Background: an optimization exercise with open tools, aiming at small area, a short achievable clock period and few clock cycles. Do not read the settings as production practice.
Only the layout flow was run in this run; the RTL was not checked for function there.
No activity file was given, so power comes from the tool's default toggle rates.

--- flow/config.mk ---
export PLATFORM = sky130hd
export DESIGN_NAME = mulDivUnit
export DESIGN_NICKNAME = mulDivUnit
export VERILOG_FILES = /design/flow/design.v
export SDC_FILE = /design/flow/constraint.sdc
export NUM_CORES = 4
export LEC_CHECK = 0
export CAP_MARGIN = 20
export CORE_MARGIN = 2
export CORE_UTILIZATION = 40
export SETUP_SLACK_MARGIN = 2.0
export SLEW_MARGIN = 20
--- flow/constraint.sdc ---
create_clock -name core_clock -period 5.5 [get_ports {Clock}]
set_input_delay 1.1000 -clock core_clock [delete_from_list [all_inputs] [get_ports {Clock}]]
set_output_delay 1.1000 -clock core_clock [all_outputs]
set_load 0.01 [all_outputs]
--- flow/design.v ---
`timescale 1ns/1ps
`default_nettype none
package mulDivPkg;
	typedef enum logic {
		OpMul = 1'b0,
		OpDiv = 1'b1
	} mulDivOp;
	typedef struct packed {
		logic cyc;
		logic stb;
		logic we;
		logic [4:0] adr;
		logic [32-1:0] datW;
	} wbReq;
	typedef struct packed {
		logic [32-1:0] datR;
		logic ack;
	} wbRsp;
	typedef struct packed {
		logic [32-1:0] hi;
		logic [32-1:0] lo;
	} hiLo;
endpackage
`default_nettype wire
`timescale 1ns/1ps
`default_nettype none
module prefixAdder #(
	parameter int N = 34
) (
	input  logic [N-1:0] a,
	input  logic [N-1:0] b,
	input  logic ci,
	output logic [N-1:0] s
);
	localparam int L = $clog2(N);
	logic [N-1:0] g [0:L];
	logic [N-1:0] p [0:L];
	logic [N-1:0] p0;
	assign p0 = a ^ b;
	assign g[0] = {a[N-1:1] & b[N-1:1], (a[0] & b[0]) | (p0[0] & ci)};
	assign p[0] = p0;
	for (genvar l = 0; l < L; l++) begin : gLevel
		for (genvar i = 0; i < N; i++) begin : gBit
			if (((i >> l) & 1) == 1) begin : gNode
				localparam int J = ((i >> l) << l) - 1;
				assign g[l+1][i] = g[l][i] | (p[l][i] & g[l][J]);
				assign p[l+1][i] = p[l][i] & p[l][J];
			end else begin : gPass
				assign g[l+1][i] = g[l][i];
				assign p[l+1][i] = p[l][i];
			end
		end
	end
	assign s = p0 ^ {g[L][N-2:0], ci};
endmodule
`default_nettype wire
`timescale 1ns/1ps
`default_nettype none
module mulDivUnit (
	input  logic Clock,
	input  logic rstN,
	input  logic wbCyc,
	input  logic wbStb,
	input  logic wbWe,
	input  logic [4:0] wbAdr,
	input  logic [32-1:0] wbDatW,
	output logic [32-1:0] wbDatR,
	output logic wbAck
);
	localparam int W = 32;
	localparam logic [1:0] SIdle = 2'd0;
	localparam logic [1:0] SMul = 2'd1;
	localparam logic [1:0] SDiv = 2'd2;
	localparam logic [1:0] SFix = 2'd3;
	logic [W-1:0] opA;
	logic [W-1:0] opB;
	logic [W+1:0] hi;      
	logic [W-1:0] lo;      
	logic [W-1:0] dvs;     
	logic booth;           
	logic negA;            
	logic negQ;            
	logic zRem;            
	logic divZero;
	logic [1:0] state;
	logic [4:0] count;
	logic req;
	logic wr;
	logic [2:0] word;
	logic start;
	logic last;
	logic busy;
	assign req = wbCyc && wbStb;
	assign wr = req && wbWe;
	assign word = wbAdr[4:2];
	assign wbAck = req;
	assign busy = (state != SIdle);
	assign start = wr && (word == 3'd2) && !busy;
	always_comb begin
		case (state)
			SMul: last = (count[3:0] == 4'd15);
			SDiv: last = (count == 5'd31) && !negA && !negQ;
			SFix: last = 1'b1;
			default: last = 1'b0;
		endcase
	end
	always_comb begin
		case (word)
			3'd0: wbDatR = opA;
			3'd1: wbDatR = opB;
			3'd3: wbDatR = {{(W-2){1'b0}}, divZero, busy && !last};
			3'd4: wbDatR = lo;
			3'd5: wbDatR = hi[W-1:0];
			default: wbDatR = '0;
		endcase
	end
	logic [1:0] skip;
	logic bigDvs8;
	logic bigDvs16;
	logic bigDvs24;
	logic unitDvs;
	assign bigDvs24 = (opB[W-1:25] != {(W-25){opB[W-1]}});
	assign bigDvs16 = (opB[W-1:17] != {(W-17){opB[W-1]}});
	assign bigDvs8 = (opB[W-1:9] != {(W-9){opB[W-1]}});
	assign skip = bigDvs24 ? 2'd3 : bigDvs16 ? 2'd2 : bigDvs8 ? 2'd1 : 2'd0;
	assign unitDvs = (opB == 32'd1) || (opB == '1);
	logic [W+1:0] x;
	logic [W+1:0] y;
	logic inv;
	logic cin;
	logic [W+1:0] sum;
	logic useSum;
	logic [W+1:0] r;
	logic bTwo;
	logic bNeg;
	logic bZero;
	logic exact;
	assign bTwo = (lo[1] && !lo[0] && !booth) || (!lo[1] && lo[0] && booth);
	assign bNeg = lo[1] && !(lo[0] && booth);
	assign bZero = (lo[1] == lo[0]) && (lo[0] == booth);
	assign exact = negA && zRem;
	always_comb begin
		x = '0;
		y = {{2{dvs[W-1]}}, dvs};
		inv = 1'b0;
		cin = 1'b0;
		useSum = 1'b1;
		case (state)
			SMul: begin
				x = hi;
				if (bTwo) y = {dvs[W-1], dvs, 1'b0};
				inv = bNeg;
				cin = bNeg;
				useSum = !bZero;
			end
			SDiv: begin
				x = {hi[W-1], hi[W-1:0], lo[W-1]};
				inv = !negQ;
				cin = !negQ;
				useSum = (sum[W+1] == negA);
			end
			SFix: begin
				y = {2'b0, lo};
				cin = negQ ^ exact;
			end
			default: ;
		endcase
	end
	prefixAdder #(.N(W+2)) adder_inst (
		.a(x),
		.b(y ^ {(W+2){inv}}),
		.ci(cin),
		.s(sum)
	);
	assign r = useSum ? sum : x;
	always_ff @(posedge Clock) begin
		if (!rstN) begin
			state <= SIdle;
			count <= '0;
			hi <= '0;
			lo <= '0;
			divZero <= 1'b0;
		end else begin
			case (state)
				SIdle: begin
					if (start) begin
						if (!wbDatW[0]) begin
							hi <= '0;
							lo <= opA;
							count <= '0;
							divZero <= 1'b0;
							state <= SMul;
						end else if (opB == '0) begin
							hi <= '0;
							lo <= '0;
							divZero <= 1'b1;
						end else begin
							case (skip)
								2'd3: begin
									hi <= {{(W-22){opA[W-1]}}, opA[W-1:8]};
									lo <= {opA[7:0], {24{opA[W-1] ^ opB[W-1]}}};
								end
								2'd2: begin
									hi <= {{(W-14){opA[W-1]}}, opA[W-1:16]};
									lo <= {opA[15:0], {16{opA[W-1] ^ opB[W-1]}}};
								end
								2'd1: begin
									hi <= {{(W-6){opA[W-1]}}, opA[W-1:24]};
									lo <= {opA[23:0], {8{opA[W-1] ^ opB[W-1]}}};
								end
								default: begin
									hi <= {(W+2){opA[W-1]}};
									lo <= opA;
								end
							endcase
							count <= {skip, 3'd0};
							divZero <= 1'b0;
							state <= SDiv;
						end
					end
				end
				SMul: begin
					hi <= {{2{r[W+1]}}, r[W+1:2]};
					lo <= {r[1:0], lo[W-1:2]};
					count <= count + 1'b1;
					if (last) state <= SIdle;
				end
				SDiv: begin
					hi <= r;
					lo <= {lo[W-2:0], useSum ^ negQ};
					count <= count + 1'b1;
					if (count == 5'd31) state <= (negA || negQ) ? SFix : SIdle;
				end
				SFix: begin
					lo <= sum[W-1:0];
					if (exact) hi <= '0;
					state <= SIdle;
				end
				default: state <= SIdle;
			endcase
		end
	end
	always_ff @(posedge Clock) begin
		if (state == SIdle) begin
			booth <= 1'b0;
			if (start) begin
				dvs <= opB;
				negA <= opA[W-1];
				negQ <= opA[W-1] ^ opB[W-1];
				zRem <= unitDvs;
			end
		end else if (state == SMul) begin
			booth <= lo[1];
		end else if (state == SDiv) begin
			zRem <= (sum[W-1:0] == '0) || (zRem && !lo[W-1]);
		end
	end
	always_ff @(posedge Clock) begin
		if (!rstN) begin
			opA <= '0;
			opB <= '0;
		end else begin
			if (wr && word == 3'd0) opA <= wbDatW;
			if (wr && word == 3'd1) opB <= wbDatW;
		end
	end
endmodule
`default_nettype wire
--- flow/run.sh ---
#!/bin/bash
# synth_recipe.tcl (not shown) runs the flow's synth.tcl, then flattens the netlist and writes it again
# the make line also repeats each setting of config.mk as NAME=value (left out here)
make -C /OpenROAD-flow-scripts/flow DESIGN_CONFIG=/design/flow/config.mk WORK_HOME=/design/flow/orfs CLKGATE_MAP_FILE= SYNTH_SCRIPT=/design/flow/synth_recipe.tcl finish
==> results.py <==
metrics = {
    "floorplanning": {
        "ios": 75,
        "rows": 65,
        "die_area_um2": 33700,
        "die_w_um": 183,
        "start_util_pct": 40.7,
        "dieHeight_um": 183,
        "coreArea_um2": 31600,
    },
    "timing": {
        "tightest_slew_ns": 1.18,
        "finalSetupTns_ns": 0,
        "period_share_pct": 98.4,
        "drv_slew": 0,
        "finalCriticalPeriod_ns": 5.41,
        "fmax_mhz": 185,
        "setup_violations": 0,
        "hold_violations": 0,
        "rsz0062_at_grt": "yes",
        "max_slew_margin_pct": 21.6,
        "fin_skew_ns": 0.00964,
    },
    "route": {
        "post_drt_via_cell_ratio": 6.59,
        "wl_per_cell_um": 25.3,
        "routed_wirelength_um": 55800,
        "first_pass_iters": 8,
        "drt_iter0_markers": 1974,
        "drcViolationCount": 0,
        "num_vias": 14500,
        "ant_nets": 0,
    },
    "clocking": {
        "hold_buffers": 0,
        "cts_tree": "yes",
        "cts_root_buffer": "clkbuf_16",
        "htree_num_levels": 4,
        "cts-buffers-inserted": 17,
        "clockBufferDepth": 2,
        "clkSinkCount": 174,
        "clk_pin_slew_ns": 0.08,
        "clkLatencyLatePin_ns": 0.45,
    },
    "logic_synthesis": {
        "yosys.area.top_type": "dfxtp_1",
        "ys_top_cells_by_area": "dfxtp_1 22%, edfxtp_1 8.2%, nand2_1 7.5%",
        "synth.top_cell.area_share_pct": 21.6,
        "synthFlopType": "dfxtp_1",
        "ys_top_cells_by_count": "259 x nand2_1, 179 x a21oi_1, 139 x dfxtp_1",
        "async_reset_ff_share_pct": 0,
        "syn_nets": 1747,
        "syn_avg_cell_area_um2": 7.77,
        "synth_cell_types": 85,
        "synth_most_common_cell": "nand2_1",
        "synth-edff-count": 35,
        "synthCells": 1657,
        "seq_area_frac_synth_pct": 29.8,
        "synth_area_um2": 12900,
        "yosysWarnings": 4,
        "ys_ff_latch": 174,
    },
    "setup_path": {
        "cp_top_family": "compound AO/OA/AOI/OAI gates",
        "worst_setup_path_start_kind": "register",
        "crit_top_cell": "a21oi_2",
        "cp_slowest_cell": "or3_4",
        "crit_buf_inv": 2,
        "cpPeakStageDelay_ns": 0.40,
        "critPathCaptureType": "register",
        "worstSetupPathType": "reg2reg",
        "required_ns": 5.84,
        "arrival_ns": 5.75,
        "crit_path_max_fanout": 6,
    },
    "global_route": {
        "grt_max_degree": 63,
        "grt_first_pass_wirelength_um": 82400,
        "antenna_found_initial": 0,
        "grt_overflow": 0,
        "met3_usage_pct": 6.99,
        "grt_use_met2_pct": 49.5,
        "first_global_vias": 13500,
        "track_usage_pct": 32.1,
        "grt-busiest-layer": "met2",
        "use_met1_pct": 44.3,
    },
    "place": {
        "dpl.hpwl_um": 38700,
        "gp_congestion": 0.963,
        "io_buffers": 72,
    },
    "layout": {
        "antenna_cells": 0,
        "nNetsFinal": 1877,
        "drive_gt1_share_pct": 26.6,
        "fillers": 2895,
        "area_growth_pct": 33.5,
    },
    "pwr": {
        "powerDensity_nw_per_um2": 452,
        "peakVddDrop_mv": 0.257,
        "leakagePower_nw": 6.19,
        "power_w": 0.00776,
    },
    "status": {
        "status": "no timing/DRC/antenna violations",
    },
    "job": {
        "drv_cap": 0,
    },
    "hold_path": {
        "min-delay-path-class": "reg2reg",
    },
}
==> cells by family after synthesis <==
kind of cell,after synthesis,synth area share (%)
and+or+nand+nor,521,18.4
xor gates and xnor gates,56,3.91
AOI/OAI and AO/OA,679,36.7
muxes,15,1.19
DFF,174,29.8
adders and majority gates,48,5.07
buffers and inverters,164,4.92
==> sequential cells by signal (all words and copies together) (netlist names) <==
register / flops
booth: 1
count: 5
divZero: 1
dvs: 32
hi: 34
lo: 32
negA: 1
negQ: 1
opA: 32
opB: 32
state: 2
zRem: 1
==> per-stage QoR <==
step / setup WS, ns / util [%] / hold slack (ns) / cells / cell area (um^2)
2_1_floorplan: 0.531 / - / 0.406 / 1657 / 13300
3_3_place_gp: -0.0153 / 46.8 / 0.470 / 2101 / 14800
3_5_place_dp: -0.0104 / 46.8 / 0.477 / 2101 / 14800
4_1_cts: 0.202 / 52.1 / 0.487 / 2177 / 16500
5_1_grt: -0.0415 / 54.3 / 0.514 / 2202 / 17200
6_report: 0.0889 / 54.3 / 0.489 / 2202 / 17200
==> layout by cell type, fill, tap and decap left out, drive strengths merged, types with 7 or more instances in the layout <==
cell type | synthesis | layout
nand2 | 259 | 259
buf | 20 | 201
a21oi | 180 | 180
dfxtp | 139 | 139
o21ai | 114 | 114
nor2 | 102 | 102
a22oi | 57 | 57
a221o | 49 | 49
a221oi | 42 | 42
ha | 41 | 41
clkdlybuf4s50 | 0 | 37
nor2b | 37 | 37
xor2 | 37 | 37
inv | 29 | 36
edfxtp | 35 | 35
a22o | 35 | 35
a21boi | 33 | 33
nor3 | 28 | 28
a222oi | 21 | 21
clkbuf | 114 | 19
a211oi | 19 | 19
o22ai | 18 | 18
xnor2 | 18 | 18
o211ai | 16 | 16
a31oi | 15 | 15
nand3 | 14 | 14
a21o | 14 | 14
mux2i | 13 | 13
nand4 | 12 | 12
o211a | 10 | 10
nor4 | 9 | 9
or2 | 9 | 9
and2 | 9 | 9
o21a | 8 | 8
nand3b | 7 | 7
fa | 7 | 7
o221ai | 7 | 7
a2bb2oi | 7 | 7
or3 | 7 | 7
==> per-layer routing <==
| metal | wire length (um) | up-vias |
|---|---|---|
| met5 | 0 | - |
| met4 | 2150 | 0 |
| met3 | 6090 | 163 |
| met2 | 24400 | 963 |
| met1 | 23100 | 6845 |
| li1 | - | 6534 |
==> report_power, final <==
part	internal [W]	switching [W]	leakage (nW)
logic	0.00195	0.00267	4.41
clock network	0.000677	0.000607	0.297
registers	0.00151	0.000345	1.48
total	0.00414	0.00363	6.19
==> cell type report <==
class	instances	area (um^2)	share of cell area, %
Multi-Input combinational cell	1322	9860	57.4
Sequential cell	174	3850	22.4
Timing Repair Buffer	242	2240	13.1
Tap cell	402	503	2.93
Clock buffer	18	450	2.62
Clock inverter	14	164	0.954
Inverter	30	123	0.713
==> worst min-delay path, delay by kind of cell (launching register included) <==
family	cells	cell delay [ns]
AND/OR/NAND/NOR	1	0.06
flip-flops	1	0.34
AO/OA/AOI/OAI	1	0.05
==> path summary, 6_finish.rpt <==
check / startpoint / to / slack (ns) / depth (start not counted)
setup / recovery: lo[0] / hi[30] / 0.09 / 25
hold reg to reg: count[0] / count[0] / 0.49 / 2
setup reg to reg: lo[0] / hi[30] / 0.09 / 25
hold / removal: count[0] / count[0] / 0.49 / 2
==> timing repair <==
action / CTS / global route
setup buffers: 35 / 23
pin swaps: 72 / 45
gates cloned: 9 / 1
resized for setup: 283 / 113
setup endpoints to repair: 98 / 95

[port drivers added, routing unchanged]
The results above use ideal ports. As a check the final layout listed here was re-extracted and re-timed, cells and wires unchanged. Step 1, drivers: a clkbuf_16 drives Clock and a buf_2 each remaining input, both assumed. Step 2 also shifts input and output timing later by t, the mid clock arrival at the registers, as if the neighbouring blocks saw the same clock. Three values: ideal, step 1, step 2; two values: the first two.
shift t [ns]: 0.500
setup WS [ns]: 0.089 / 0.089 / 0.089
worst setup path at the end: register to register
worst register clock-pin slew, ns: 0.08 / 0.08
worst data-port slew with drivers (ns): 0.07
After both steps this run still meets setup and hold. For this run, drivers alone change the setup slack by 0.000 ns; drivers and shift together by 0.000 ns.
